Context: an optimization exercise on an open-source flow, tuned for small area and a short achievable clock period. The choices shown serve that exercise and are no tape-out recipe. The RTL was checked by simulation tests, not by an equivalence proof against the original design. Power figures rest on the tool's default switching activity, not on a simulated workload.

==> flow/config.mk <==
export PLATFORM = sky130hd
export DESIGN_NAME = watermark_embedder_core
export DESIGN_NICKNAME = watermark_embedder_core
export VERILOG_FILES = /design/flow/design.v
export SDC_FILE = /design/flow/constraint.sdc
export NUM_CORES = 4
export LEC_CHECK = 0
export CAP_MARGIN = 20
export CORE_MARGIN = 2
export CORE_UTILIZATION = 55
export CTS_CLUSTER_DIAMETER = 100
export CTS_CLUSTER_SIZE = 24
export SETUP_SLACK_MARGIN = 2.5
export SLEW_MARGIN = 20
==> flow/constraint.sdc <==
create_clock -name core_clock -period 5.0 [get_ports {clk}]
set_input_delay 1.0000 -clock core_clock [delete_from_list [all_inputs] [get_ports {clk}]]
set_output_delay 1.0000 -clock core_clock [all_outputs]
set_load 0.01 [all_outputs]
==> flow/design.v <==
module watermark_embedder_core #(
  parameter int PIX_W      = 8,
  parameter int IMG_PIXELS = 65536,
  parameter int WM_BITS    = 1024,
  parameter int BIT_POS    = 0
) (
  input  logic                       clk,
  input  logic                       rst,
  input  logic                       start,
  output logic                       done,
  output logic                       busy,
  input  logic                       wm_wr_en,
  input  logic [$clog2(WM_BITS)-1:0] wm_wr_addr,
  input  logic                       wm_wr_data,
  input  logic                       s_valid,
  output logic                       s_ready,
  input  logic [PIX_W-1:0]           s_pixel,
  output logic                       m_valid,
  input  logic                       m_ready,
  output logic [PIX_W-1:0]           m_pixel,
  output logic                       m_last
);
  localparam int IW = $clog2(WM_BITS);       
  localparam int CW = $clog2(IMG_PIXELS);    
  localparam int CB = 5;                     
  localparam int NC = 1 << CB;               
  localparam int RB = IW - CB;               
  localparam int NR = 1 << RB;               
  localparam int HB = CW - CB;               
  logic               busy_q, run, flush, dn, run_empty;
  logic               idle, accept, last_pix;
  logic [WM_BITS-1:0] wm;
  logic [NC-1:0]      ring;
  logic [HB-1:0]      rhi;
  logic [NR-1:0]      part, part_rd;
  logic [RB-1:0]      hsel;
  logic [PIX_W-1:0]   pix_emb;
  logic               pw_v, pw_d;
  logic [IW-1:0]      pw_a;
  assign idle     = ~busy_q;
  assign busy     = busy_q;
  assign done     = dn;
  assign m_last   = flush;
  assign s_ready  = run_empty | (run & m_ready);
  assign accept   = s_valid & run & (~m_valid | m_ready);
  assign last_pix = ring[0] & (rhi == '0);   
  always_comb begin
    pix_emb          = s_pixel;
    pix_emb[BIT_POS] = part[hsel];
  end
  always_ff @(posedge clk) begin
    pw_v <= idle & wm_wr_en;
    pw_a <= wm_wr_addr;
    pw_d <= wm_wr_data;
  end
  logic [NR-1:0] rset, rclr;
  logic [NC-1:0] csel;
  always_comb begin
    for (int r = 0; r < NR; r++) begin
      rset[r] = pw_v &  pw_d & (pw_a[IW-1:CB] == RB'(r));
      rclr[r] = pw_v & ~pw_d & (pw_a[IW-1:CB] == RB'(r));
    end
    for (int c = 0; c < NC; c++)
      csel[c] = (pw_a[CB-1:0] == CB'(c));
  end
  always_ff @(posedge clk) begin
    for (int i = 0; i < WM_BITS; i++)
      wm[i] <= (wm[i] & ~(rclr[i / NC] & csel[i % NC])) | (rset[i / NC] & csel[i % NC]);
  end
  always_ff @(posedge clk) begin
    if (rst) begin
      busy_q    <= 1'b0;
      run       <= 1'b0;
      flush     <= 1'b0;
      dn        <= 1'b0;
      m_valid   <= 1'b0;
      run_empty <= 1'b0;
    end else begin
      busy_q    <= (idle & start) | (busy_q & ~dn);
      run       <= (idle & start) | (run & ~(accept & last_pix));
      flush     <= (run & accept & last_pix) | (flush & ~(m_valid & m_ready));
      dn        <= flush & m_valid & m_ready;
      m_valid   <= accept | (m_valid & ~m_ready);
      run_empty <= ((idle & start) | (run & ~(accept & last_pix))) & ~(accept | (m_valid & ~m_ready));
    end
  end
  always_ff @(posedge clk) begin
    if (accept) m_pixel <= pix_emb;
  end
  always_ff @(posedge clk) begin
    if (!run) begin
      ring <= NC'(2);
      rhi  <= '0;
    end else if (accept) begin
      ring <= {ring[NC-2:0], ring[NC-1]};
      if (ring[NC-1]) rhi <= rhi + HB'(1);
    end
  end
  always_comb begin
    for (int j = 0; j < NR; j++)
      part_rd[j] = |(wm[j*NC +: NC] & ring);
  end
  always_ff @(posedge clk) begin
    if (idle) begin
      if (idle && wm_wr_en && wm_wr_addr == IW'(0))
        part[0] <= wm_wr_data;
      else if (pw_v && pw_a == IW'(0))
        part[0] <= pw_d;
      else
        part[0] <= wm[0];
      hsel <= '0;
    end else if (accept) begin
      part <= part_rd;
      if (pw_v && pw_a == IW'(1))
        part[0] <= pw_d;
      hsel <= rhi[RB-1:0];
    end
  end
endmodule
==> flow/flow/run.sh <==
#!/bin/bash
# The standard layout (standard.sh), with two changes after the standard
# synthesis: port buffers are buf_4 cells, and the resizer may swap a cell for
# any cell of the same function (not only one of the same footprint).
set -euo pipefail
bash standard.sh synth > synth.log 2>&1
bash standard.sh MATCH_CELL_FOOTPRINT=0 \
  "BUFFER_PORTS_ARGS=-buffer_cell sky130_fd_sc_hd__buf_4" finish > layout.log 2>&1
==> flow/standard.sh <==
#!/bin/bash
# synth_recipe.tcl (not shown) runs the flow's synth.tcl, then flattens the netlist and writes it again
# the make line also repeats each setting of config.mk as NAME=value (left out here)
make -C /OpenROAD-flow-scripts/flow DESIGN_CONFIG=/design/flow/config.mk WORK_HOME=/design/flow/orfs CLKGATE_MAP_FILE= SYNTH_SCRIPT=/design/flow/synth_recipe.tcl "${@:-finish}"
==> results of run 1 <==
[repair_timing]
item | 4_1_cts | 5_1_grt
gates resized for setup | 105 | 51
buffers inserted | 5 | 5
setup endpoints to repair | 880 | 976
pin swaps | 0 | 2
cloned | 2 | 2
[how the worst max path moves through the flow]
stage                    endpoint  slack [ps]  cells after the start
3_3_place_gp      wm[119]$_DFF_P_        1940                      5
3_5_place_dp      wm[397]$_DFF_P_        1860                      5
4_1_cts            wm[39]$_DFF_P_        2210                      4
6_report        part[0]$_DFFE_PP_        2470                      5
2_1_floorplan  part[10]$_DFFE_PP_        2600                      2
5_1_grt           wm[412]$_DFF_P_        2310                      4
[kinds of logic (layout without fill, tap and decap cells)]
logic type	count (synthesis)	count (layout)
other cells	0	1
mux	12	12
fa+ha+maj	2	2
xor+xnor	9	9
flops	1130	1130
simple gates	419	421
buf+inv	547	187
compound gates	2605	2605
[cell usage after synthesis, types with 2 or more instances]
cell,instances,area [um^2]
sky130_fd_sc_hd__or3_1,2,12.5
sky130_fd_sc_hd__a22o_1,72,631
sky130_fd_sc_hd__o21ai_0,2013,10100
sky130_fd_sc_hd__nor2b_1,5,31.3
sky130_fd_sc_hd__or4_1,30,225
sky130_fd_sc_hd__and3_1,4,25.0
sky130_fd_sc_hd__xnor2_1,4,35.0
sky130_fd_sc_hd__nor3_1,13,65.1
sky130_fd_sc_hd__nand2b_1,7,43.8
sky130_fd_sc_hd__buf_2,6,30.0
sky130_fd_sc_hd__nand3_1,66,330
sky130_fd_sc_hd__dfxtp_1,1090,21800
sky130_fd_sc_hd__and3b_1,3,26.3
sky130_fd_sc_hd__ha_1,2,25.0
sky130_fd_sc_hd__o22ai_1,2,12.5
sky130_fd_sc_hd__nor3b_1,4,30.0
sky130_fd_sc_hd__buf_1,16,60.1
sky130_fd_sc_hd__a21boi_0,8,60.1
sky130_fd_sc_hd__inv_1,7,26.3
sky130_fd_sc_hd__nand2_1,182,683
sky130_fd_sc_hd__edfxtp_1,40,1200
sky130_fd_sc_hd__nor4_1,5,31.3
sky130_fd_sc_hd__mux4_2,10,225
sky130_fd_sc_hd__clkbuf_1,517,1940
sky130_fd_sc_hd__nor2_1,14,52.6
sky130_fd_sc_hd__a21oi_1,3,15.0
sky130_fd_sc_hd__xor2_1,5,43.8
sky130_fd_sc_hd__o21ai_1,65,325
sky130_fd_sc_hd__and2_1,9,56.3
sky130_fd_sc_hd__a221oi_1,72,631
sky130_fd_sc_hd__a22oi_1,368,2760
sky130_fd_sc_hd__nand4_1,68,425
[area by class of cell]
cell class | instances | area (um^2)
inverters | 7 | 28.8
clock buffers | 70 | 1430
multi-input cells | 3049 | 17800
repair buffers | 108 | 943
well taps | 978 | 1220
flip-flops and latches | 1130 | 23100
fillers | 6838 | 31300
diodes | 1 | 2.50
clock inverters | 2 | 38.8
[routing by layer]
layer  GRT usage  up-vias  part of all wire
met1       0.605    18700              0.42
met3      0.0605      370              0.11
li1            -    16600                 -
met4       0.137        2             0.042
met2       0.615     2124              0.43
met5           0        -          0.000078
[power by group through the flow]
stage | Clock [W] | Sequential (W) | Combinational, W
after floorplan | 0 | 0.00941 | 0.000203
after global placement | 0 | 0.00945 | 0.000361
after detailed placement | 0 | 0.00945 | 0.000368
after CTS | 0.00502 | 0.00924 | 0.000400
after global routing | 0.00531 | 0.00926 | 0.000456
final | 0.00502 | 0.00925 | 0.000435
[per-stage QoR]
stage	worst slack [ps]	hold WS, ps
floorplan	2600	429
global placement	1940	441
CTS	2210	417
detailed placement	1860	443
finish	2470	439
global route	2310	433
[flip-flops by register name, summed over array words and instances (netlist names)]
| signal | flops |
|---|---|
| m_pixel | 8 |
| part | 32 |
| run_empty | 1 |
| dn | 1 |
| wm | 1024 |
| m_valid | 1 |
| busy_q | 1 |
| pw_v | 1 |
| pw_d | 1 |
| flush | 1 |
| pw_a | 10 |
| hsel | 5 |
| ring | 32 |
| rhi | 11 |
| run | 1 |
==> Flow_metrics.wiki, run 1 <==
{| class="wikitable"
! Metric !! Value
|-
| Outcome || timing/DRC/antenna clean
|-
| Period minus WS final || 2530 ps
|-
| Die Wd || 281 um
|-
| Share of synthesized cell area in and, or, nand and nor gates || 0.0501
|-
| Startpoint of the most critical register-to-register path || ring[5]$_SDFFE_PN0P_
|-
| P_leak || 14.7 nW
|-
| Total of flip-flops plus latches after synthesis || 1130
|-
| Wire length after detailed routing || 168000 um
|-
| Global-route wire length before repair || 235000 um
|-
| CTS H-Tree Depth || 2
|-
| Final net count || 4376
|-
| Worst-case clock buffer depth || 3
|-
| Detailed Route Iter0 Violations || 5580
|-
| Number of synthesized flops with an enable pin || 40
|-
| Initial antenna violation count || 6
|-
| Hold Path Depth || 1
|-
| Post-detailed-route wirelength per cell || 31.3 um
|-
| Critical Path Source Type || flip-flop
|-
| Via density || 7.08
|-
| Die Area || 78700 um^2
|-
| Reg2Reg Capture Point || part[0]$_DFFE_PP_
|-
| Clock buffers created by TritonCTS || 53
|-
| Area added between synthesis and finish || 5.89%
|-
| Sequential fraction of the synthesis area || 0.547
|-
| Maximum vdd drop || 301 uV
|-
| Count of cells along the worst register-to-register path || 5
|-
| Share of total power consumed by net switching || 0.232
|-
| Min-delay src || wm_wr_addr[0]
|-
| Final worst path period share || 0.506
|-
| Number of standard cells after synthesis || 4724
|-
| Clock tree root driver cell || sky130_fd_sc_hd__clkbuf_16
|-
| Largest net degree at the start of global routing || 67
|-
| Buf/Inv on CP || 1
|-
| Total of max-cap violations || 0
|-
| Nature of the critical path endpoint || flip-flop
|-
| Mapped Avg Cell Area || 8.91 um^2
|-
| Clock group share of total power || 0.341
|-
| Sequential share of power || 0.629
|-
| Post-synthesis instance area || 42100 um^2
|-
| Proportion of layout cells with a drive suffix above 1 || 0.0781
|-
| Max Clock Freq || 395 MHz
|-
| Pre-antenna DRT Iters || 6
|-
| Number of placement rows || 101
|-
| Vias in the first global route || 32100
|-
| Post-synthesis cell type count || 44
|-
| Synthesized-area fraction occupied by adder cells || 0.000595
|-
| Initial core utilization || 0.555
|-
| Compound-Gate Fraction of Synth Area || 0.345
|-
| Post-Layout Inst Area || 44600 um^2
|-
| Multiplexer share of the synthesized area || 0.00586
|-
| Setup CP Type || reg2reg
|-
| Syn_nets || 4751
|-
| Power Dens Cells || 330 nW/um^2
|-
| Setup-failing EPs final || 0
|-
| GP Congestion || 0.812
|-
| Number of top-level design ports || 38
|-
| Share of flip-flops with an asynchronous set or reset || 0
|-
| Number of buffers inserted by hold repair at cts || 0
|-
| Post-route setup TNS || 0 ps
|-
| GR Overflow Total || 0
|-
| Biggest cell delay along the critical path || 950 ps
|-
| Post-DP HPWL || 82300 um
|-
| Worst-case register-to-register setup slack || 2470 ps
|-
| Launching instance or port of the critical path || ring[5]$_SDFFE_PN0P_
|-
| Hold-critical path endpoint || pw_a[0]$_DFF_P_
|-
| Most used DFF post-synth || sky130_fd_sc_hd__dfxtp_1
|-
| Parity-gate share of the synthesized area counting xor and xnor cells || 0.00187
|-
| Clock-pin slew of the registers on the worst-case setup and hold paths || 100 ps
|-
| Non-filler cells in the finished layout || 5345
|-
| Data arrival, critical path || 2970 ps
|-
| Overall power consumption || 0.0147 W
|-
| Unrepaired setup endpoints after global routing || true
|-
| Number of sinks on the clock net || 1130
|-
| Instance area after placement || 42300 um^2
|-
| Transition at the pin with the smallest max-transition slack || 1140 ps
|-
| Pint || 0.0113 W
|-
| Post-detailed-route DRC marker count || 0
|-
| Total placed cells including tap cells || 5258
|-
| Worst max-slew margin expressed relative to the limit || 0.238
|-
| Dominant combinational cell family by area after synthesis || compound AO/OA/AOI/OAI gates
|-
| Overall routing resource usage || 0.411
|-
| Total number of vias || 37800
|-
| Commonest non-fill, non-tap cell in the layout || sky130_fd_sc_hd__o21ai_0
|-
| Switching power summed over all nets || 0.00341 W
|-
| Highest-count cells in the layout ignoring fill and taps || sky130_fd_sc_hd__o21ai_0 (2013), sky130_fd_sc_hd__dfxtp_1 (1051), sky130_fd_sc_hd__a22oi_1 (368)
|-
| Post-route antenna net violation count || 0
|-
| Fraction of power consumed by combinational cells || 0.030
|-
| Vertical die dimension || 281 um
|-
| Final hold violations || 0
|-
| Clk Latency, worst-skew pair || 660 ps
|-
| Max FO, Critical Path || 16
|-
| Highest-delay cell along the critical path || sky130_fd_sc_hd__dfxtp_2
|-
| Max Slew Vio Count || 0
|-
| Class of the tightest hold or removal check || in2reg
|-
| Layout Skew || 32.6 ps
|-
| Count of port buffers added during placement || 36
|-
| Critical path data required time || 5440 ps
|-
| Total of warnings raised by yosys || 1
|-
| Placeable core region || 75800 um^2
|-
| Worst-path cell chain || buf_4 > a221oi_1 > nand4_1 > nor3_2 > o22ai_2
|-
| Final design utilization || 0.588
|-
| Top delay family on crit path || flip-flops
|-
| Clock tree from TritonCTS || yes
|}
==> inputs of run 2 (changes only) <==
--- a/flow/design.v
+++ b/flow/design.v
@@ -27,7 +27,7 @@
   localparam int RB = IW - CB;               
   localparam int NR = 1 << RB;               
   localparam int HB = CW - CB;               
-  logic               busy_q, run, flush, dn, run_empty;
+  logic               busy_q, run, flush, dn, run_empty, run_full;
   logic               idle, accept, last_pix;
   logic [WM_BITS-1:0] wm;
   logic [NC-1:0]      ring;
@@ -35,37 +35,35 @@
   logic [NR-1:0]      part, part_rd;
   logic [RB-1:0]      hsel;
   logic [PIX_W-1:0]   pix_emb;
-  logic               pw_v, pw_d;
-  logic [IW-1:0]      pw_a;
+  logic               pw_d;
   assign idle     = ~busy_q;
   assign busy     = busy_q;
   assign done     = dn;
   assign m_last   = flush;
-  assign s_ready  = run_empty | (run & m_ready);
+  assign s_ready  = run_empty | (run_full & m_ready);
   assign accept   = s_valid & run & (~m_valid | m_ready);
   assign last_pix = ring[0] & (rhi == '0);   
   always_comb begin
     pix_emb          = s_pixel;
     pix_emb[BIT_POS] = part[hsel];
   end
+  logic [NR-1:0] rset_n, rclr_n;
+  logic [NC-1:0] csel_n;
+  logic          pw_hit0, pw_hit1;
   always_ff @(posedge clk) begin
-    pw_v <= idle & wm_wr_en;
-    pw_a <= wm_wr_addr;
-    pw_d <= wm_wr_data;
-  end
-  logic [NR-1:0] rset, rclr;
-  logic [NC-1:0] csel;
-  always_comb begin
     for (int r = 0; r < NR; r++) begin
-      rset[r] = pw_v &  pw_d & (pw_a[IW-1:CB] == RB'(r));
-      rclr[r] = pw_v & ~pw_d & (pw_a[IW-1:CB] == RB'(r));
+      rset_n[r] <= ~(idle & wm_wr_en &  wm_wr_data & (wm_wr_addr[IW-1:CB] == RB'(r)));
+      rclr_n[r] <= ~(idle & wm_wr_en & ~wm_wr_data & (wm_wr_addr[IW-1:CB] == RB'(r)));
     end
     for (int c = 0; c < NC; c++)
-      csel[c] = (pw_a[CB-1:0] == CB'(c));
+      csel_n[c] <= (wm_wr_addr[CB-1:0] != CB'(c));
+    pw_hit0 <= idle & wm_wr_en & (wm_wr_addr == IW'(0));
+    pw_hit1 <= idle & wm_wr_en & (wm_wr_addr == IW'(1));
+    pw_d    <= wm_wr_data;
   end
   always_ff @(posedge clk) begin
     for (int i = 0; i < WM_BITS; i++)
-      wm[i] <= (wm[i] & ~(rclr[i / NC] & csel[i % NC])) | (rset[i / NC] & csel[i % NC]);
+      wm[i] <= (wm[i] & (rclr_n[i / NC] | csel_n[i % NC])) | ~(rset_n[i / NC] | csel_n[i % NC]);
   end
   always_ff @(posedge clk) begin
     if (rst) begin
@@ -75,6 +73,7 @@
       dn        <= 1'b0;
       m_valid   <= 1'b0;
       run_empty <= 1'b0;
+      run_full  <= 1'b0;
     end else begin
       busy_q    <= (idle & start) | (busy_q & ~dn);
       run       <= (idle & start) | (run & ~(accept & last_pix));
@@ -82,6 +81,7 @@
       dn        <= flush & m_valid & m_ready;
       m_valid   <= accept | (m_valid & ~m_ready);
       run_empty <= ((idle & start) | (run & ~(accept & last_pix))) & ~(accept | (m_valid & ~m_ready));
+      run_full  <= (run & ~(accept & last_pix)) & (accept | (m_valid & ~m_ready));
     end
   end
   always_ff @(posedge clk) begin
@@ -104,14 +104,14 @@
     if (idle) begin
       if (idle && wm_wr_en && wm_wr_addr == IW'(0))
         part[0] <= wm_wr_data;
-      else if (pw_v && pw_a == IW'(0))
+      else if (pw_hit0)
         part[0] <= pw_d;
       else
         part[0] <= wm[0];
       hsel <= '0;
     end else if (accept) begin
       part <= part_rd;
-      if (pw_v && pw_a == IW'(1))
+      if (pw_hit1)
         part[0] <= pw_d;
       hsel <= rhi[RB-1:0];
     end
--- a/flow/config.mk
+++ b/flow/config.mk
@@ -10,5 +10,5 @@
 export CORE_UTILIZATION = 55
 export CTS_CLUSTER_DIAMETER = 100
 export CTS_CLUSTER_SIZE = 24
-export SETUP_SLACK_MARGIN = 2.5
+export SETUP_SLACK_MARGIN = 2.6
 export SLEW_MARGIN = 20
==> Flow_metrics.wiki, run 2 <==
{| class="wikitable"
! Metric !! Value
|-
| Biggest cell delay along the critical path || 960 ps
|-
| Initial antenna violation count || 7
|-
| Highest-delay cell along the critical path || sky130_fd_sc_hd__dfxtp_2
|-
| Clock group share of total power || 0.336
|-
| Power Dens Cells || 341 nW/um^2
|-
| Startpoint of the most critical register-to-register path || ring[28]$_SDFFE_PN0P_
|-
| Layout Skew || 20.2 ps
|-
| Number of synthesized flops with an enable pin || 40
|-
| Total of flip-flops plus latches after synthesis || 1218
|-
| Most used DFF post-synth || sky130_fd_sc_hd__dfxtp_1
|-
| Post-synthesis instance area || 44000 um^2
|-
| Number of sinks on the clock net || 1218
|-
| Initial core utilization || 0.556
|-
| Largest net degree at the start of global routing || 65
|-
| Worst-case clock buffer depth || 3
|-
| Clk Latency, worst-skew pair || 680 ps
|-
| Worst-case register-to-register setup slack || 2540 ps
|-
| Most repeated cell in the gate-level netlist after synthesis || sky130_fd_sc_hd__o21ai_0
|-
| Count of cells along the worst register-to-register path || 5
|-
| Fraction of power consumed by combinational cells || 0.016
|-
| GR Overflow Total || 0
|-
| Count of port buffers added during placement || 36
|-
| Total of warnings raised by yosys || 1
|-
| Worst-path cell chain || buf_4 > a22oi_1 > nand4_1 > o311ai_0 > o211ai_1
|-
| Post-synthesis cell type count || 48
|-
| Post-route antenna net violation count || 0
|-
| Sequential fraction of the synthesis area || 0.564
|-
| Post-route worst setup slack || 2540 ps
|-
| CTS H-Tree Depth || 2
|-
| Final hold violations || 0
|-
| Maximum vdd drop || 263 uV
|-
| Max Clock Freq || 406 MHz
|-
| Clock-pin slew of the registers on the worst-case setup and hold paths || 100 ps
|-
| Nature of the critical path endpoint || flip-flop
|-
| Clock buffers created by TritonCTS || 56
|-
| Number of top-level design ports || 38
|-
| Share of total power consumed by net switching || 0.225
|-
| Worst max-slew margin expressed relative to the limit || 0.209
|-
| Vertical die dimension || 287 um
|-
| Post-DP HPWL || 82200 um
|-
| Commonest non-fill, non-tap cell in the layout || sky130_fd_sc_hd__o21ai_0
|-
| Via density || 6.80
|-
| Sequential share of power || 0.649
|-
| Total of max-cap violations || 0
|-
| Switching power summed over all nets || 0.00348 W
|-
| Transition at the pin with the smallest max-transition slack || 1190 ps
|-
| # fillers || 7125
|-
| GP Congestion || 0.797
|-
| Area added between synthesis and finish || 3.38%
|-
| Wire length after detailed routing || 168000 um
|-
| Post-detailed-route wirelength per cell || 30.5 um
|-
| Setup CP Type || reg2reg
|-
| Overall routing resource usage || 0.397
|-
| Worst hold slack || 476 ps
|-
| Number of placement rows || 103
|-
| Cell taking the most area after synthesis || sky130_fd_sc_hd__dfxtp_1
|-
| Pre-antenna DRT Iters || 8
|-
| Vias in the first global route || 32200
|-
| Unrepaired setup endpoints after global routing || false
|-
| Final worst path period share || 0.493
|-
| Die Area || 82200 um^2
|-
| Max Slew Vio Count || 0
|-
| Period minus WS final || 2460 ps
|-
| Post-route setup TNS || 0 ps
|-
| Outcome || timing/DRC/antenna clean
|-
| Largest cells by area after synthesis || sky130_fd_sc_hd__dfxtp_1 (54%), sky130_fd_sc_hd__o21ai_0 (24%), sky130_fd_sc_hd__a22oi_1 (8.7%)
|-
| Number of standard cells after synthesis || 4859
|-
| Most used standard cells in the synthesized netlist || sky130_fd_sc_hd__o21ai_0 (2081), sky130_fd_sc_hd__dfxtp_1 (1178), sky130_fd_sc_hd__clkbuf_1 (562), sky130_fd_sc_hd__a22oi_1 (508), sky130_fd_sc_hd__nand2_1 (179)
|-
| Clock tree from TritonCTS || yes
|-
| Die Wd || 287 um
|-
| Global-route wire length before repair || 237000 um
|-
| Proportion of layout cells with a drive suffix above 1 || 0.0513
|-
| Share of flip-flops with an asynchronous set or reset || 0
|-
| Highest-count cells in the layout ignoring fill and taps || sky130_fd_sc_hd__o21ai_0 (2081), sky130_fd_sc_hd__dfxtp_1 (1112), sky130_fd_sc_hd__a22oi_1 (508)
|-
| Area share of the largest cell type after synthesis || 0.536
|-
| Top reg by flops || wm
|-
| Post-detailed-route DRC marker count || 0
|-
| Mapped Avg Cell Area || 9.05 um^2
|-
| P_leak || 14.7 nW
|-
| Hold-critical path endpoint || flush$_SDFF_PP0_
|-
| Placeable core region || 79000 um^2
|-
| Data arrival, critical path || 2870 ps
|-
| Class of the tightest hold or removal check || reg2reg
|-
| Syn_nets || 4886
|-
| Total number of vias || 37300
|-
| Setup-failing EPs final || 0
|-
| Pint || 0.0120 W
|-
| Critical Path Source Type || flip-flop
|-
| Min-delay src || flush$_SDFF_PP0_
|-
| Reg2Reg Capture Point || part[0]$_DFFE_PP_
|-
| Max FO, Critical Path || 20
|-
| Antenna cell count || 0
|-
| Critical path data required time || 5400 ps
|-
| Clock tree root driver cell || sky130_fd_sc_hd__clkbuf_16
|-
| Final design utilization || 0.575
|-
| Hold Path Depth || 2
|-
| Detailed Route Iter0 Violations || 6630
|-
| Pre-CTS WS || 2090 ps
|-
| Final net count || 4455
|-
| Max FFs per register || 1024
|}
[run 2: cell types whose count changed in the layout (fill, tap and decap cells not counted), moves of 22 or more]
cell and change:
sky130_fd_sc_hd__a221oi_1 -71, sky130_fd_sc_hd__a22o_1 -71, sky130_fd_sc_hd__a22oi_1 +140, sky130_fd_sc_hd__dfxtp_1 +61
sky130_fd_sc_hd__dfxtp_4 +31, sky130_fd_sc_hd__nand2_1 +92, sky130_fd_sc_hd__nand2_2 -59, sky130_fd_sc_hd__nand2_8 -22
sky130_fd_sc_hd__nand3_1 -57, sky130_fd_sc_hd__nand4_1 +63, sky130_fd_sc_hd__o21ai_0 +68, sky130_fd_sc_hd__o21ai_1 -65
[run 2: logic make-up (layout without fill, tap and decap cells)]
logic type | after synthesis | after routing | share of synthesized area
AOI/OAI and AO/OA | 2623 | 2623 | 0.329
xor gates and xnor gates | 3 | 3 | 0.000598
adders and majority gates | 2 | 2 | 0.000569
buffers and inverters | 579 | 163 | 0.0501
DFF | 1218 | 1218 | 0.564
muxes | 13 | 13 | 0.00532
and+or+nand+nor | 421 | 421 | 0.0503
[run 2: worst max-delay path by stage]
stage | start | endpoint | slack (ps)
after global placement | m_ready | m_pixel[4]$_DFFE_PP_ | 2100
after CTS | busy_q$_SDFF_PP0_ | busy | 2580
after detailed placement | m_ready | m_pixel[4]$_DFFE_PP_ | 2090
final | ring[28]$_SDFFE_PN0P_ | part[0]$_DFFE_PP_ | 2540
after floorplan | m_ready | m_pixel[0]$_DFFE_PP_ | 2750
after global routing | m_ready | s_ready | 2600
[run 2: layer usage]
| metal | share of wire | global-route usage | wire length (um) | vias up |
|---|---|---|---|---|
| met4 | 0.036 | 0.128 | 6050 | 6 |
| met5 | 0.00026 | 0 | 44 | - |
| li1 | - | - | - | 16800 |
| met1 | 0.41 | 0.569 | 68900 | 18000 |
| met3 | 0.11 | 0.0560 | 17700 | 359 |
| met2 | 0.45 | 0.617 | 75000 | 2118 |
[run 2: layout make-up]
cell class | count | area (um^2) | share of cell area
clock buffer | 72 | 1480 | 0.0326
clock inverter | 1 | 8.76 | 0.000193
inverter | 7 | 28.8 | 0.000633
multi-input combinational | 3062 | 17000 | 0.374
sequential | 1218 | 25000 | 0.550
tap | 1050 | 1310 | 0.0289
timing repair buffer | 83 | 657 | 0.0145
[run 2: what timing repair did]
item | in CTS | in global routing
setup endpoints to repair | 15 | 21
resized for setup | 14 | 12
hold buffers | 0 | 0
pin swaps | 0 | 1
setup buffers | 0 | 1
[run 2: power by group through the flow]
stage	logic (W)	clock network, W	registers, W
3_3_place_gp	0.000226	0	0.0103
4_1_cts	0.000233	0.00524	0.0100
3_5_place_dp	0.000232	0	0.0103
5_1_grt	0.000268	0.00556	0.0101
2_1_floorplan	0.000207	0	0.0101
6_report	0.000243	0.00520	0.0100
[run 2: per-stage QoR]
step,power [W],cells,area [um^2]
finish,0.0155,5493,45400
global placement,0.0105,5419,43900
global route,0.0159,5493,45400
floorplan,0.0103,4859,44000
CTS,0.0155,5492,45400
detailed placement,0.0105,5419,43900
[run 2: worst max-delay path, delay by kind of cell (launching register included)]
| kind | cells | cell delay (ps) |
|---|---|---|
| AND/OR/NAND/NOR | 1 | 140 |
| buffers and inverters | 1 | 530 |
| AO/OA/AOI/OAI | 3 | 530 |
| flip-flops | 1 | 960 |
==> inputs of run 3 (changes only) <==
--- a/flow/config.mk
+++ b/flow/config.mk
@@ -10,5 +10,5 @@
 export CORE_UTILIZATION = 55
 export CTS_CLUSTER_DIAMETER = 100
 export CTS_CLUSTER_SIZE = 24
-export SETUP_SLACK_MARGIN = 2.6
+export SETUP_SLACK_MARGIN = 2.75
 export SLEW_MARGIN = 20
==> Flow_metrics.wiki, run 3 <==
{| class="wikitable"
! Metric !! Value
|-
| Area added between synthesis and finish || 3.84%
|-
| Post-detailed-route DRC marker count || 0
|-
| Total number of vias || 37400
|-
| Total of max-cap violations || 0
|-
| Class of the tightest hold or removal check || reg2reg
|-
| Data arrival, critical path || 1370 ps
|-
| Total of warnings raised by yosys || 1
|-
| Sequential fraction of the synthesis area || 0.564
|-
| Placeable core region || 79000 um^2
|-
| Max FO, Critical Path || 13
|-
| CTS H-Tree Depth || 2
|-
| Setup-failing EPs final || 0
|-
| Layout Skew || 25.1 ps
|-
| Worst-case register-to-register setup slack || 2740 ps
|-
| Critical path data required time || 4000 ps
|-
| Initial core utilization || 0.556
|-
| Capture point of the worst path || busy
|-
| Vertical die dimension || 287 um
|-
| Number of sinks on the clock net || 1218
|-
| Most used standard cells in the synthesized netlist || sky130_fd_sc_hd__o21ai_0 (2081), sky130_fd_sc_hd__dfxtp_1 (1178), sky130_fd_sc_hd__clkbuf_1 (562), sky130_fd_sc_hd__a22oi_1 (508), sky130_fd_sc_hd__nand2_1 (179)
|-
| GP Congestion || 0.816
|-
| Post-DP HPWL || 82400 um
|-
| Count of port buffers added during placement || 36
|-
| Critical Path Source Type || flip-flop
|-
| Vias in the first global route || 32500
|-
| Max FFs per register || 1024
|-
| Post-route antenna net violation count || 0
|-
| Post-route setup TNS || 0 ps
|-
| Power Dens Cells || 341 nW/um^2
|-
| Max Clock Freq || 421 MHz
|-
| Post-route worst setup slack || 2630 ps
|-
| Highest-count cells in the layout ignoring fill and taps || sky130_fd_sc_hd__o21ai_0 (2081), sky130_fd_sc_hd__dfxtp_1 (1111), sky130_fd_sc_hd__a22oi_1 (508)
|-
| P_leak || 14.7 nW
|-
| Clock buffers created by TritonCTS || 56
|-
| Transition at the pin with the smallest max-transition slack || 1180 ps
|-
| GR Overflow Total || 0
|-
| Detailed Route Iter0 Violations || 6369
|-
| Initial antenna violation count || 7
|-
| Maximum vdd drop || 298 uV
|-
| Reg2Reg Capture Point || part[13]$_DFFE_PP_
|-
| Setup CP Type || reg2out
|-
| Number of placement rows || 103
|-
| Die Area || 82200 um^2
|-
| Total of flip-flops plus latches after synthesis || 1218
|-
| Number of top-level design ports || 38
|-
| Period minus WS final || 2370 ps
|-
| Outcome || timing/DRC/antenna clean
|-
| Nature of the critical path endpoint || output pin
|-
| Largest net degree at the start of global routing || 65
|-
| Worst hold slack || 475 ps
|-
| Cell taking the most area after synthesis || sky130_fd_sc_hd__dfxtp_1
|-
| Top reg by flops || wm
|-
| Area share of the largest cell type after synthesis || 0.536
|-
| Commonest non-fill, non-tap cell in the layout || sky130_fd_sc_hd__o21ai_0
|-
| Startpoint of the most critical register-to-register path || ring[15]$_SDFFE_PN0P_
|-
| Count of cells along the worst register-to-register path || 4
|-
| Pre-antenna DRT Iters || 8
|-
| Clock tree root driver cell || sky130_fd_sc_hd__clkbuf_16
|-
| Via density || 6.79
|-
| Pre-CTS WS || 2130 ps
|-
| Most used DFF post-synth || sky130_fd_sc_hd__dfxtp_1
|-
| Syn_nets || 4886
|-
| Number of standard cells after synthesis || 4859
|-
| Overall routing resource usage || 0.397
|-
| Die Wd || 287 um
|-
| Final hold violations || 0
|-
| Number of synthesized flops with an enable pin || 40
|-
| Post-synthesis cell type count || 48
|-
| Most repeated cell in the gate-level netlist after synthesis || sky130_fd_sc_hd__o21ai_0
|-
| Final worst path period share || 0.475
|-
| Post-synthesis instance area || 44000 um^2
|-
| Largest cells by area after synthesis || sky130_fd_sc_hd__dfxtp_1 (54%), sky130_fd_sc_hd__o21ai_0 (24%), sky130_fd_sc_hd__a22oi_1 (8.7%)
|-
| Clk Latency, worst-skew pair || 690 ps
|-
| Global-route wire length before repair || 238000 um
|-
| Clock-pin slew of the registers on the worst-case setup and hold paths || 90 ps
|-
| Final net count || 4461
|-
| Launching instance or port of the critical path || busy_q$_SDFF_PP0_
|-
| Clock tree from TritonCTS || yes
|-
| Max Slew Vio Count || 0
|-
| Unrepaired setup endpoints after global routing || true
|-
| Worst max-slew margin expressed relative to the limit || 0.210
|-
| Mapped Avg Cell Area || 9.05 um^2
|-
| Share of flip-flops with an asynchronous set or reset || 0
|-
| Post-detailed-route wirelength per cell || 30.6 um
|-
| Wire length after detailed routing || 168000 um
|-
| Worst-case clock buffer depth || 3
|-
| Proportion of layout cells with a drive suffix above 1 || 0.0537
|}
## run 3: kinds of logic (layout without fill, tap and decap cells)
kind of cell / Yosys count / in the layout / synth area share
AO/OA/AOI/OAI: 2623 / 2623 / 0.329
XOR/XNOR: 3 / 3 / 0.000598
adder cells (fa/ha/maj): 2 / 2 / 0.000569
buffers and inverters: 579 / 173 / 0.0501
flip-flops: 1218 / 1218 / 0.564
multiplexers: 13 / 13 / 0.00532
other: 0 / 4 / 0
AND/OR/NAND/NOR: 421 / 421 / 0.0503
## run 3: layout make-up
cell class	instances	area (um^2)
antenna	4	10.0
clock buffer	74	1490
clock inverter	3	26.3
fill	7076	33400
inverter	7	28.8
multi-input combinational	3062	17000
sequential	1218	25000
tap	1050	1310
timing repair buffer	89	806
## run 3: where the power goes
group          leakage [nW]  switching (W)  internal [W]  total, W
registers              9.90       0.000195       0.00984    0.0100
clock network         0.736        0.00317       0.00210   0.00526
logic                  4.09       0.000174     0.0000853  0.000259
## run 3: worst min-delay path by stage
stage / startpoint / to / slack [ps] / depth (start not counted)
global route: wm_wr_data / pw_d$_DFF_P_ / 470 / 1
finish: flush$_SDFF_PP0_ / flush$_SDFF_PP0_ / 470 / 2
global placement: flush$_SDFF_PP0_ / flush$_SDFF_PP0_ / 450 / 2
CTS: wm_wr_data / pw_d$_DFF_P_ / 440 / 1
floorplan: wm[1022]$_DFF_P_ / wm[1022]$_DFF_P_ / 450 / 2
detailed placement: flush$_SDFF_PP0_ / flush$_SDFF_PP0_ / 460 / 2
## run 3: metrics by stage
stage	area [um^2]	instances	total power (W)	util
floorplan	44000	4859	0.0103	-
global placement	43900	5422	0.0105	0.556
detailed placement	43900	5422	0.0105	0.556
CTS	45500	5500	0.0155	0.576
global route	45600	5503	0.0159	0.578
finish	45600	5507	0.0156	0.578
## run 3: layer usage
metal / part of all wire / wire (um) / global-route usage / vias to the layer above
met5: 0.00033 / 56 / 0 / -
met4: 0.030 / 5090 / 0.115 / 8
met3: 0.098 / 16500 / 0.0554 / 294
met2: 0.45 / 75900 / 0.620 / 2026
met1: 0.42 / 70900 / 0.572 / 18200
li1: - / - / - / 16900
## run 3: repair_timing
action | in CTS | in global routing
pin swaps | 1 | 1
setup endpoints to repair | 65 | 36
hold buffers | 0 | 0
gates resized for setup | 34 | 21
setup buffers | 1 | 3
## run 3: critical path: stages (launching register included)
cell and delay (ps):
sky130_fd_sc_hd__dfxtp_4 370, sky130_fd_sc_hd__buf_8 180, sky130_fd_sc_hd__buf_4 150
==> inputs of run 4 (changes only) <==
--- a/flow/design.v
+++ b/flow/design.v
@@ -47,19 +47,25 @@
     pix_emb          = s_pixel;
     pix_emb[BIT_POS] = part[hsel];
   end
-  logic [NR-1:0] rset_n, rclr_n;
+  logic [NR-1:0] rsel_n, rset_n, rclr_n;
   logic [NC-1:0] csel_n;
-  logic          pw_hit0, pw_hit1;
+  logic          pw_set, pw_clr, pw_hit0, pw_hit1;
   always_ff @(posedge clk) begin
-    for (int r = 0; r < NR; r++) begin
-      rset_n[r] <= ~(idle & wm_wr_en &  wm_wr_data & (wm_wr_addr[IW-1:CB] == RB'(r)));
-      rclr_n[r] <= ~(idle & wm_wr_en & ~wm_wr_data & (wm_wr_addr[IW-1:CB] == RB'(r)));
-    end
+    for (int r = 0; r < NR; r++)
+      rsel_n[r] <= (wm_wr_addr[IW-1:CB] != RB'(r));
     for (int c = 0; c < NC; c++)
       csel_n[c] <= (wm_wr_addr[CB-1:0] != CB'(c));
+    pw_set  <= idle & wm_wr_en &  wm_wr_data;
+    pw_clr  <= idle & wm_wr_en & ~wm_wr_data;
     pw_hit0 <= idle & wm_wr_en & (wm_wr_addr == IW'(0));
     pw_hit1 <= idle & wm_wr_en & (wm_wr_addr == IW'(1));
     pw_d    <= wm_wr_data;
+  end
+  always_comb begin
+    for (int r = 0; r < NR; r++) begin
+      rset_n[r] = rsel_n[r] | ~pw_set;
+      rclr_n[r] = rsel_n[r] | ~pw_clr;
+    end
   end
   always_ff @(posedge clk) begin
     for (int i = 0; i < WM_BITS; i++)
==> Flow_metrics.wiki, run 4 <==
{| class="wikitable"
! Metric !! Value
|-
| Outcome || timing/DRC/antenna clean
|-
| Max FFs per register || 1024
|-
| Clk Latency, worst-skew pair || 680 ps
|-
| Share of flip-flops with an asynchronous set or reset || 0
|-
| Instance area after placement || 43500 um^2
|-
| Total of max-cap violations || 0
|-
| Final net count || 4449
|-
| Post-synthesis cell type count || 51
|-
| Pre-antenna DRT Iters || 8
|-
| Initial core utilization || 0.554
|-
| Count of port buffers added during placement || 36
|-
| Cell taking the most area after synthesis || sky130_fd_sc_hd__dfxtp_1
|-
| Top reg by flops || wm
|-
| Clock-pin slew of the registers on the worst-case setup and hold paths || 100 ps
|-
| Number of top-level design ports || 38
|-
| Initial antenna violation count || 5
|-
| Die Area || 81500 um^2
|-
| Max Clock Freq || 423 MHz
|-
| Post-synthesis instance area || 43600 um^2
|-
| Via density || 6.92
|-
| Post-detailed-route DRC marker count || 0
|-
| GR Overflow Total || 0
|-
| Mapped Avg Cell Area || 8.98 um^2
|-
| Critical path data required time || 4000 ps
|-
| Total of flip-flops plus latches after synthesis || 1188
|-
| Most repeated cell in the gate-level netlist after synthesis || sky130_fd_sc_hd__o21ai_0
|-
| Post-detailed-route wirelength per cell || 30.8 um
|-
| GP Congestion || 0.801
|-
| Post-DP HPWL || 81200 um
|-
| Clock buffers created by TritonCTS || 55
|-
| Total number of vias || 38000
|-
| Largest net degree at the start of global routing || 65
|-
| Die Wd || 286 um
|-
| Highest-count cells in the layout ignoring fill and taps || sky130_fd_sc_hd__o21ai_0 (2080), sky130_fd_sc_hd__dfxtp_1 (1080), sky130_fd_sc_hd__a22oi_1 (508)
|-
| Vertical die dimension || 286 um
|-
| P_leak || 14.6 nW
|-
| Max Slew Vio Count || 0
|-
| Worst max-slew margin expressed relative to the limit || 0.223
|-
| Sequential fraction of the synthesis area || 0.555
|-
| Area added between synthesis and finish || 4.18%
|-
| Transition at the pin with the smallest max-transition slack || 1160 ps
|-
| Post-route setup TNS || 0 ps
|-
| Most used DFF post-synth || sky130_fd_sc_hd__dfxtp_1
|-
| Area share of the largest cell type after synthesis || 0.527
|-
| Class of the tightest hold or removal check || in2reg
|-
| CTS H-Tree Depth || 2
|-
| Max FO, Critical Path || 3
|-
| Unrepaired setup endpoints after global routing || true
|-
| Power Dens Cells || 336 nW/um^2
|-
| Number of sinks on the clock net || 1188
|-
| Detailed Route Iter0 Violations || 6014
|-
| Data arrival, critical path || 1370 ps
|-
| Post-route antenna net violation count || 0
|-
| Setup CP Type || in2out
|-
| Commonest non-fill, non-tap cell in the layout || sky130_fd_sc_hd__o21ai_0
|-
| Number of standard cells after synthesis || 4852
|-
| Worst-case clock buffer depth || 3
|-
| Syn_nets || 4879
|-
| Final hold violations || 0
|-
| Global-route wire length before repair || 239000 um
|-
| Clock tree root driver cell || sky130_fd_sc_hd__clkbuf_16
|-
| Setup-failing EPs final || 0
|-
| Number of buffers inserted by hold repair at cts || 0
|-
| Overall routing resource usage || 0.401
|-
| Proportion of layout cells with a drive suffix above 1 || 0.0636
|-
| Period minus WS final || 2370 ps
|-
| Vias in the first global route || 33000
|-
| Most used standard cells in the synthesized netlist || sky130_fd_sc_hd__o21ai_0 (2080), sky130_fd_sc_hd__dfxtp_1 (1148), sky130_fd_sc_hd__clkbuf_1 (570), sky130_fd_sc_hd__a22oi_1 (508), sky130_fd_sc_hd__nand2_1 (146)
|-
| Layout Skew || 27.4 ps
|-
| Critical Path Source Type || primary input
|-
| Worst-case register-to-register setup slack || 2700 ps
|-
| Final worst path period share || 0.473
|-
| Number of placement rows || 103
|-
| Total of warnings raised by yosys || 1
|-
| Placeable core region || 78700 um^2
|-
| Nature of the critical path endpoint || output pin
|-
| Wire length after detailed routing || 169000 um
|-
| Post-Layout Inst Area || 45400 um^2
|-
| Maximum vdd drop || 320 uV
|-
| Largest cells by area after synthesis || sky130_fd_sc_hd__dfxtp_1 (53%), sky130_fd_sc_hd__o21ai_0 (24%), sky130_fd_sc_hd__a22oi_1 (8.7%)
|-
| Number of synthesized flops with an enable pin || 40
|-
| Clock tree from TritonCTS || yes
|}
run 4: cell count changes in the layout (fill, tap and decap cells not counted), sizes merged, moves of 4 or more:
cell	change
nor3	-4
dfxtp	-30
nand2b	+59
clkbuf	-5
inv	-4
nor2	-11
nand2	-33
run 4: logic make-up (layout without fill, tap and decap cells):
family	count (synthesis)	in the layout	synth area share
compound gates	2627	2627	0.333
flops	1188	1188	0.555
buf+inv	583	166	0.0506
simple gates	438	438	0.0560
mux	13	13	0.00537
fa+ha+maj	2	2	0.000574
xor+xnor	1	1	0.000201
other cells	0	5	0
run 4: routing by layer:
| metal | wire length (um) | global-route usage |
|---|---|---|
| met5 | 32 | 0 |
| met4 | 6350 | 0.140 |
| met3 | 17300 | 0.0563 |
| met2 | 74300 | 0.613 |
| met1 | 71000 | 0.581 |
run 4: critical path, stage by stage:
cell,delay [ps]
sky130_fd_sc_hd__buf_6,90
sky130_fd_sc_hd__a21o_1,160
sky130_fd_sc_hd__buf_6,120
run 4: layout make-up:
class	count	area, um^2
antenna	5	12.5
sequential	1188	24400
clock inverter	1	16.3
fill	7135	33300
timing repair buffer	90	833
inverter	6	30.0
multi-input combinational	3081	17300
tap	1050	1310
clock buffer	69	1470
run 4: what timing repair did:
| action | CTS | global route |
|---|---|---|
| gates cloned | 0 | 0 |
| setup buffers | 6 | 5 |
| endpoints found under the setup margin | 704 | 698 |
| pin swaps | 2 | 2 |
| gates resized for setup | 46 | 58 |
run 4: power by group:
| group | total [W] | internal [W] | switching, W |
|---|---|---|---|
| clock | 0.00516 | 0.00207 | 0.00308 |
| sequential | 0.00980 | 0.00960 | 0.000198 |
| combinational | 0.000287 | 0.0000927 | 0.000194 |
| total | 0.0152 | 0.0118 | 0.00348 |
run 4: path summary, 6_finish.rpt:
kind                   startpoint                end  cells past startpoint
min                    wm_wr_data       pw_d$_DFF_P_                      1
max reg2reg  ring[2]$_SDFFE_PN0P_  part[9]$_DFFE_PP_                      4
min reg2reg      flush$_SDFF_PP0_   flush$_SDFF_PP0_                      2
max                       m_ready            s_ready                      3
run 4: metrics by stage:
step / utilization / hold slack, ps / worst slack [ps] / power (W) / instances
floorplan: - / 447 / 2630 / 0.0101 / 4852
global placement: 0.552 / 457 / 2080 / 0.0103 / 5404
detailed placement: 0.552 / 461 / 2050 / 0.0103 / 5404
CTS: 0.574 / 423 / 2510 / 0.0152 / 5480
global route: 0.577 / 445 / 2620 / 0.0156 / 5485
finish: 0.577 / 451 / 2630 / 0.0152 / 5490

[separate check: timing with driven ports]
The results above use ideal ports. As a check the final layouts listed here were re-extracted and re-timed, cells and wires unchanged. Step 1 (the two cells are an assumption about what drives the block):
set clk [get_ports {clk}]
set_driving_cell -lib_cell sky130_fd_sc_hd__clkbuf_16 $clk
set_driving_cell -lib_cell sky130_fd_sc_hd__buf_2 [delete_from_list [all_inputs] $clk]
Step 2 moves the port delays by t, midway between the first and last clock arrival at a register: inputs arrive t later, outputs are due t later. That takes back most of the time a late clock gives input paths. a / b / c = ideal / step 1 / step 2; a / b = the first two.
run | t (ns) | setup WS [ns] | hold WS [ns] | worst setup path after step 2 | worst data-port slew with drivers (ns)
run 1 | 0.721 | 2.470 / 2.441 / 2.216 | 0.439 / 0.393 / 0.459 | input to register | 0.04
run 2 | 0.742 | 2.537 / 2.537 / 2.269 | 0.476 / 0.431 / 0.476 | input to register | 0.09
run 3 | 0.749 | 2.625 / 2.552 / 2.166 | 0.475 / 0.452 / 0.475 | input to register | 0.16
run 4 | 0.740 | 2.635 / 2.603 / 2.072 | 0.451 / 0.403 / 0.476 | input to register | 0.04
After both steps setup and hold are still met in every run listed. The setup slack of run 4, which loses most, moves by -0.032 ns with the drivers and by -0.563 ns with both steps.
